Source: an optimization exercise on an open RTL-to-GDS flow (aim: small area). Production flows keep margins and buffers that such runs may drop.
Function was checked by simulation only, so behaviour that the tests miss may differ from the original.
Power and IR drop assume default switching activity.

Setup of job 3470:
==> flow/design.v (excerpt) <==
module fifo_net_top #(
    parameter int FIFO_DEPTH    = 4,
    parameter int VERSION_MAJOR = 4,
    parameter int VERSION_MINOR = 14,
    parameter int DEVICE_ID     = 3
) (
    input  wire                                 clk,
    input  wire                                 rst,
    input  wire                                 i_rx_valid,
    output logic                                o_rx_ready,
    input  wire [63:0]                          i_rx_data,
    output logic                                o_tx_valid,
    input  wire                                 i_tx_ready,
    output logic [fifo_net_pkg::DATA_W-1:0]     o_tx_data,
    output logic [1:0]                          o_tx_tag,
    output logic [fifo_net_pkg::CTX_W-1:0]      o_tx_ctx
);
==> flow/config.mk <==
export PLATFORM = sky130hd
export DESIGN_NAME = fifo_net_top
export DESIGN_NICKNAME = fifo_net_top
export VERILOG_FILES = /design/flow/design.v
export SDC_FILE = /design/flow/constraint.sdc
export NUM_CORES = 4
export LEC_CHECK = 0
export CAP_MARGIN = 20
export CORE_MARGIN = 2
export CORE_UTILIZATION = 70
export SLEW_MARGIN = 20
==> flow/constraint.sdc <==
create_clock -name core_clock -period 6.0 [get_ports {clk}]
set_input_delay 1.2000 -clock core_clock [delete_from_list [all_inputs] [get_ports {clk}]]
set_output_delay 1.2000 -clock core_clock [all_outputs]
set_load 0.01 [all_outputs]
standard.sh (not shown) runs the stock make flow with config.mk's settings and CLKGATE_MAP_FILE= SYNTH_SCRIPT=/design/flow/synth_recipe.tcl, a recipe that flattens the netlist after the stock synthesis.
==> flow/flow/run.sh <==
#!/bin/bash
# The standard ORFS layout with three changes:
#  - the liberty mapping step of synthesis uses an area-oriented ABC script (flow/area.abc);
#    everything else in synthesis is the standard flow's own script, so the registers are the same
#  - port buffers use the smallest buffer
#  - clock tree synthesis builds larger sink clusters without dummy loads
# Every tool's output goes to logs under orfs/logs; make's own output to standard.log.
set -euo pipefail
here=$(pwd)
{
  cat <<EOF
proc abc {args} {
  set i [lsearch \$args -script]
  if {\$i >= 0} { lset args [expr {\$i + 1}] $here/flow/area.abc }
  yosys abc {*}\$args
}
EOF
  cat synth_recipe.tcl
} > area_synth.tcl
sed "s#SYNTH_SCRIPT=[^ ]*synth_recipe.tcl#SYNTH_SCRIPT=$here/area_synth.tcl#" standard.sh > area_standard.sh
grep -q "SYNTH_SCRIPT=$here/area_synth.tcl" area_standard.sh
export BUFFER_PORTS_ARGS="-buffer_cell sky130_fd_sc_hd__buf_1"
export CTS_ARGS="-sink_clustering_enable -repair_clock_nets -dont_use_dummy_load -sink_clustering_size 14 -sink_clustering_max_diameter 60 -buf_list sky130_fd_sc_hd__clkbuf_8"
bash area_standard.sh > standard.log 2>&1
==> flow/flow/area.abc <==
strash
&get -n
&deepsyn -T 30
&put
dc2
dch -f
amap -F 8 -A 20
Relative to job 3470, the following input files were edited for job 5878:
--- a/flow/flow/run.sh
+++ b/flow/flow/run.sh
@@ -22,3 +22,3 @@
 export BUFFER_PORTS_ARGS="-buffer_cell sky130_fd_sc_hd__buf_1"
-export CTS_ARGS="-sink_clustering_enable -repair_clock_nets -dont_use_dummy_load -sink_clustering_size 14 -sink_clustering_max_diameter 60 -buf_list sky130_fd_sc_hd__clkbuf_8"
+export CTS_ARGS="-sink_clustering_enable -repair_clock_nets -dont_use_dummy_load -sink_clustering_size 30 -sink_clustering_max_diameter 60 -buf_list sky130_fd_sc_hd__clkbuf_16"
 bash area_standard.sh > standard.log 2>&1
Results
The final layout from job 5878, which completed every stage, passed the timing, DRC and antenna checks at the end of the flow. [diff] total number of vias, job 5878 relative to job 3470: improvement. Job 3470 has lower area added between synthesis and finish than job 5878. Pin count of the biggest net entering global routing: job 5878 vs job 3470 — no meaningful difference. Per the comparison of job 5878 with job 3470, met2 routing resource usage after global routing shows an increase of 0.81 points, setup slack fell 0.021 ns, number of detailed-route iterations in the first pass higher.
Here is what was changed in the inputs of job 7986 compared with job 5878.
--- a/flow/flow/run.sh
+++ b/flow/flow/run.sh
@@ -22,3 +22,3 @@
 export BUFFER_PORTS_ARGS="-buffer_cell sky130_fd_sc_hd__buf_1"
-export CTS_ARGS="-sink_clustering_enable -repair_clock_nets -dont_use_dummy_load -sink_clustering_size 30 -sink_clustering_max_diameter 60 -buf_list sky130_fd_sc_hd__clkbuf_16"
+export CTS_ARGS="-sink_clustering_enable -repair_clock_nets -dont_use_dummy_load -sink_clustering_size 30 -sink_clustering_max_diameter 100 -buf_list sky130_fd_sc_hd__clkbuf_16"
 bash area_standard.sh > standard.log 2>&1
Notes after the runs:
Job 7986 and job 5878 ended up with roughly the same total vias in the final route. Where final cell area excluding filler cells is concerned, job 5878 is outperformed by job 7986. Comparing job 7986 against job 5878, there is no change at all in overall die width. Setup slack, job 5878 and job 7986, higher one = job 7986. Taking job 5878 as the reference, in job 7986 non-clock buffer share of cell area did not really move; setup clock skew after layout dropped 0.028 ns; sequential share of power up 4.0 points. For routed wire length, job 7986 and job 5878 come out practically identical.
Relative to job 7986, the following input files were edited for job 7252:
==> flow/flow/area.abc <==
strash
&get -n
&deepsyn -J 20 -T 100
&put
dc2
dch -f
amap -F 8 -A 20
Findings:
- Job 7252 completed end to end with timing, DRC and antenna clean.
- Job 7986 -> job 7252: global-route congestion overflow total delta 0, exact match
- Job 7986 -> job 7252: net load switching power delta 0, exact match
- As far as register share of the cell area goes, job 7986 and job 7252 are indistinguishable; the numbers are identical.
- Reported for job 7252 and job 7986, non-clock inverter instance count of the final layout turned out identical to the last digit.

## re-timing with driven ports
The flow's constraints put no driver on any port. The routed layouts listed below were extracted and timed again, unchanged, in two steps. Step 1 sets driving cells, clkbuf_16 on the clock port and buf_2 on the other inputs (assumed; they add their load-dependent delay and slew). Step 2 also shifts input and output timing later by t, the mid clock arrival at the registers, as if the neighbouring blocks saw the same clock. Slacks: ideal ports / drivers / drivers and shift; pairs: ideal ports / drivers.
run	t (ns)	setup WS [ns]	latest minus earliest clock arrival (ns)	worst slew at a driven data input, ns
job 3470	0.583	0.662 / 0.613 / 0.388	0.047 / 0.046	0.07
job 5878	0.579	0.641 / 0.593 / 0.327	0.058 / 0.059	0.07
job 7986	0.549	0.653 / 0.607 / 0.344	0.022 / 0.022	0.07
job 7252	0.549	0.653 / 0.607 / 0.344	0.022 / 0.022	0.07
After both steps every run listed still meets setup and hold. For job 5878, which loses most, drivers alone change the setup slack by -0.048 ns; drivers and shift together by -0.314 ns.
